Background: an optimization exercise with open tools, aiming at small area, a short achievable clock period and few clock cycles. Do not read the settings as production practice. The RTL was checked by simulation tests, not by an equivalence proof against the original design. Power is estimated from default activity; no workload was simulated.

== JK ==
==> flow/design.v <==
`timescale 1ns/1ps
module rv_core (
    input  logic        clk,
    input  logic        rst_n,
    input  logic        psel,
    input  logic        penable,
    input  logic        pwrite,
    input  logic [11:0] paddr,
    input  logic [31:0] pwdata,
    output logic        pready,
    output logic        pslverr,
    output logic [63:0] prdata
);
    logic setup;
    logic access;
    logic first;
    logic wait_q;
    logic is_instr;
    logic is_hart;
    logic is_reg;
    logic bad;
    logic pready_q;
    logic pslverr_q;
    assign setup    = psel && !penable;
    assign access   = psel && penable;
    assign first    = psel && (!penable || !pready_q);
    assign is_instr = paddr == 12'h000;
    assign is_hart  = paddr == 12'h004;
    assign is_reg   = (paddr[11:8] == 4'h1) && (paddr[2:0] == 3'b000);
    assign bad      = pwrite ? !is_instr : !(is_hart || is_reg);
    always_ff @(posedge clk) begin
        if (!rst_n) begin
            pready_q <= 1'b0;
        end else begin
            pready_q <= first && !wait_q;
        end
        pslverr_q <= bad;
    end
    logic [6:0]  opc;
    logic [2:0]  f3;
    logic [6:0]  f7;
    logic [4:0]  rd;
    logic        op_imm;
    logic        op_r;
    logic        lui;
    logic        alu_op;
    logic        alt;
    logic        inv;
    logic        wr_ok;
    logic        wr_done;
    logic [63:0] imm;
    assign opc    = pwdata[6:0];
    assign rd     = pwdata[11:7];
    assign f3     = pwdata[14:12];
    assign f7     = pwdata[31:25];
    assign op_imm = opc == 7'b0010011;
    assign op_r   = opc == 7'b0110011;
    assign lui    = opc == 7'b0110111;
    assign alu_op = op_imm || op_r;
    assign alt    = op_r ? f7[5] : ((f3 == 3'b101) && f7[5]);
    assign inv    = alu_op && ((op_r && (f3 == 3'b000) && alt) || (f3 == 3'b010) || (f3 == 3'b011));
    always_comb begin
        wr_ok = 1'b0;
        if (lui) begin
            wr_ok = 1'b1;
        end else if (op_imm) begin
            if (f3 == 3'b001)      wr_ok = f7[6:1] == 6'b0;
            else if (f3 == 3'b101) wr_ok = {f7[6], f7[4:1]} == 5'b0;
            else                   wr_ok = 1'b1;
        end else if (op_r) begin
            wr_ok = (f7 == 7'b0000000)
                 || ((f7 == 7'b0100000) && ((f3 == 3'b000) || (f3 == 3'b101)));
        end
    end
    assign wr_done = access && pready_q && pwrite && is_instr;
    assign imm = lui ? {{32{pwdata[31]}}, pwdata[31:12], 12'b0}
                     : {{52{pwdata[31]}}, pwdata[31:20]};
    logic [63:0] regs [1:31];
    logic [4:0]  sa;
    logic [31:0] sel;
    logic [31:0] rs2_oh;
    logic [63:0] rdat;
    assign sa  = pwrite ? pwdata[19:15] : paddr[7:3];
    assign sel = first ? (32'd1 << sa) : rs2_oh;
    always_comb begin
        rdat = '0;
        for (int i = 1; i < 32; i++) begin
            rdat = rdat | ({64{sel[i]}} & regs[i]);
        end
    end
    logic        p_wr;
    logic [4:0]  p_rd;
    logic        c_inv;
    logic        c_add;
    logic        c_sll;
    logic        c_sr;
    logic        c_sra;
    logic        c_slt;
    logic        c_sltu;
    logic        c_lgc;
    logic [3:0]  c_tt;
    logic [3:0]  s_sel0;
    logic [3:0]  s_sel1;
    logic [3:0]  s_selr;
    logic [3:0]  s_sell;
    logic [63:0] opa;
    logic [63:0] opb;
    logic [63:0] y;
    logic        q_wr;
    logic [4:0]  q_rd;
    logic [63:0] y_q;
    logic [31:1] q_we;
    logic [31:1] q_wen;
    logic        fwd_p;
    logic        fwd_q_s;
    logic        fwd_q_a;
    logic        sll_now;
    logic        fa;
    logic [63:0] a_fix;
    logic [63:0] b_src;
    logic [63:0] b_val;
    logic [5:0]  shamt;
    function automatic logic [63:0] rev64(input logic [63:0] v);
        for (int k = 0; k < 64; k++) rev64[k] = v[63-k];
    endfunction
    function automatic logic [3:0] dec2(input logic [1:0] v);
        dec2 = 4'b0001 << v;
    endfunction
    assign fwd_p   = p_wr && (p_rd == sa);
    assign fwd_q_s = q_wr && (q_rd == sa);
    assign wait_q  = setup && fwd_q_s;
    assign sll_now = access && pready_q && pwrite && alu_op && (f3 == 3'b001);
    assign a_fix = fa ? y_q : opa;
    assign b_src = fwd_q_a ? y_q : rdat;
    assign b_val = op_r ? b_src : imm;
    assign shamt = b_val[5:0];
    always_ff @(posedge clk) begin
        if (!rst_n) begin
            p_wr <= 1'b0;
            q_wr <= 1'b0;
        end else begin
            p_wr <= wr_done && wr_ok && (rd != 5'd0);
            q_wr <= p_wr;
        end
        p_rd   <= rd;
        c_inv  <= inv;
        c_add  <= alu_op && (f3 == 3'b000);
        c_sll  <= alu_op && (f3 == 3'b001);
        c_sr   <= alu_op && (f3 == 3'b101);
        c_sra  <= alu_op && (f3 == 3'b101) && alt;
        c_slt  <= alu_op && (f3 == 3'b010);
        c_sltu <= alu_op && (f3 == 3'b011);
        c_lgc  <= lui || (alu_op && f3[2] && (f3 != 3'b101));
        c_tt   <= lui ? 4'b1010
                : (f3 == 3'b100) ? 4'b0110
                : (f3 == 3'b110) ? 4'b1110
                : 4'b1000;
        s_sel0 <= dec2(shamt[1:0]);
        s_sel1 <= dec2(shamt[3:2]);
        s_selr <= dec2(shamt[5:4]) & {4{alu_op && (f3 == 3'b101)}};
        s_sell <= dec2(shamt[5:4]) & {4{alu_op && (f3 == 3'b001)}};
        opb    <= b_val ^ {64{inv}};
        fa     <= first && fwd_p;
        rs2_oh  <= 32'd1 << pwdata[24:20];
        fwd_q_a <= p_wr && (p_rd == pwdata[24:20]);
        if (first) begin
            opa <= rdat | {61'b0, is_hart, 1'b0, is_hart};
        end else if (access && pready_q && pwrite) begin
            opa <= sll_now ? rev64(a_fix) : a_fix;
        end
        q_rd <= p_rd;
        y_q  <= y;
        for (int i = 1; i < 32; i++) begin
            q_we[i]  <= p_wr && (p_rd == 5'(i));
        end
    end
    always_comb begin
        for (int i = 1; i < 32; i++) begin
            q_wen[i] = !(q_wr && (q_rd == 5'(i)));
        end
    end
    logic [65:0]  sum_x;
    logic [63:0]  sum;
    logic         cout;
    logic         lt_s;
    logic         lt_u;
    logic         fill;
    logic [63:0]  t2;
    logic [63:0]  shr;
    logic [63:0]  shl;
    logic [63:0]  lg;
    assign sum_x = {1'b0, opa, 1'b1} + {1'b0, opb, c_inv};
    assign sum   = sum_x[64:1];
    assign cout  = sum_x[65];
    assign lt_u  = !cout;
    assign lt_s  = (opa[63] == opb[63]) ? opa[63] : sum[63];
    assign fill = c_sra && opa[63];
    always_comb begin
        logic [66:0] x;
        logic [63:0] t1x;
        logic [111:0] t2x;
        x = {{3{fill}}, opa};
        for (int i = 0; i < 64; i++) begin
            t1x[i] = (s_sel0[0] && x[i]) || (s_sel0[1] && x[i+1])
                  || (s_sel0[2] && x[i+2]) || (s_sel0[3] && x[i+3]);
        end
        t2x = {{48{fill}}, t1x};
        for (int i = 0; i < 64; i++) begin
            t2[i] = (s_sel1[0] && t2x[i]) || (s_sel1[1] && t2x[i+4])
                 || (s_sel1[2] && t2x[i+8]) || (s_sel1[3] && t2x[i+12]);
        end
    end
    always_comb begin
        logic [111:0] t3x;
        t3x = {{48{fill}}, t2};
        for (int i = 0; i < 64; i++) begin
            shr[i] = (s_selr[0] && t3x[i]) || (s_selr[1] && t3x[i+16])
                  || (s_selr[2] && t3x[i+32]) || (s_selr[3] && t3x[i+48]);
            shl[63-i] = (s_sell[0] && t3x[i]) || (s_sell[1] && t3x[i+16])
                     || (s_sell[2] && t3x[i+32]) || (s_sell[3] && t3x[i+48]);
        end
    end
    always_comb begin
        for (int i = 0; i < 64; i++) begin
            lg[i] = c_lgc && c_tt[{opa[i], opb[i]}];
        end
    end
    assign y = ({64{c_add}} & sum)
             | shr
             | shl
             | lg
             | {63'b0, (c_slt && lt_s) || (c_sltu && lt_u)};
    always_ff @(posedge clk) begin
        for (int i = 1; i < 32; i++) begin
            regs[i] <= (regs[i] | {64{q_we[i]}}) & (y_q | {64{q_wen[i]}});
        end
    end
    assign pready  = pready_q;
    assign pslverr = pslverr_q;
    assign prdata  = a_fix;
endmodule
Settings: LEC_CHECK=0, ABC_CLOCK_PERIOD_IN_PS=3500, CAP_MARGIN=20, CORE_MARGIN=2, CORE_UTILIZATION=55, CTS_BUF_LIST=sky130_fd_sc_hd__clkbuf_16, CTS_CLUSTER_DIAMETER=120, CTS_CLUSTER_SIZE=24, SETUP_SLACK_MARGIN=3.3, SLEW_MARGIN=20; clock period 6.8 ns.
run.sh (not shown) runs the stock make flow with config.mk's settings and CLKGATE_MAP_FILE= SYNTH_SCRIPT=/design/flow/synth_recipe.tcl, a recipe that flattens the netlist after the stock synthesis.
Testbench counts of JK, summed over its fixed seeds: cycles 13,464.
Inputs modified between JK and MS:
- setting TNS_END_PERCENT to 20 for the first time
==> run summary <==
- MS: shortest clock period the worst path allows after layout is 0.061 ns higher than what JK reported.
- MS ends up with a detailed-route vias per instance that is about 0.36% lower than in JK.
- Delta (MS minus JK): non-clock buffer count went down by about 4%, final hold slack down 0.0054 ns, delay contributed by the slowest stage of the critical path increased by 0.38 ns relative to the old numbers, latest clock arrival within the worst-skew pair moved down.
- Total chip power of MS falls short of that of JK slightly.
- Note that the initial antenna violation count recorded for JK amounts to 1.3 times the value seen in MS.
- Taking JK as the reference, in MS first-pass GRT wire length moved down, total length of routed wires has decreased.
- Worst setup slack: MS vs JK down 0.061 ns

## afterwards: timing with drivers on the ports
The flow's constraints put no driver on any port. The routed layouts listed below were extracted and timed again, unchanged, in two steps.
Step 1 assumes that a clkbuf_16 drives the clock port and a buf_2 every other input.
Step 2, shift: input delay + t, output delay - t, t = (earliest + latest rising clock arrival at the registers) / 2. This alone moves slack from input paths to output paths.
Three values: no drivers, after step 1, after step 2; two values: the first two.
run	shift t [ns]	setup slack, ns	worst data-port slew with drivers (ns)
JK	0.971	3.002 / 2.830 / 1.858	0.39
MS	0.939	2.940 / 2.712 / 1.773	0.45
After both steps every run listed still meets setup and hold. For MS, which loses most, drivers alone change the setup slack by -0.228 ns; drivers and shift together by -1.167 ns.
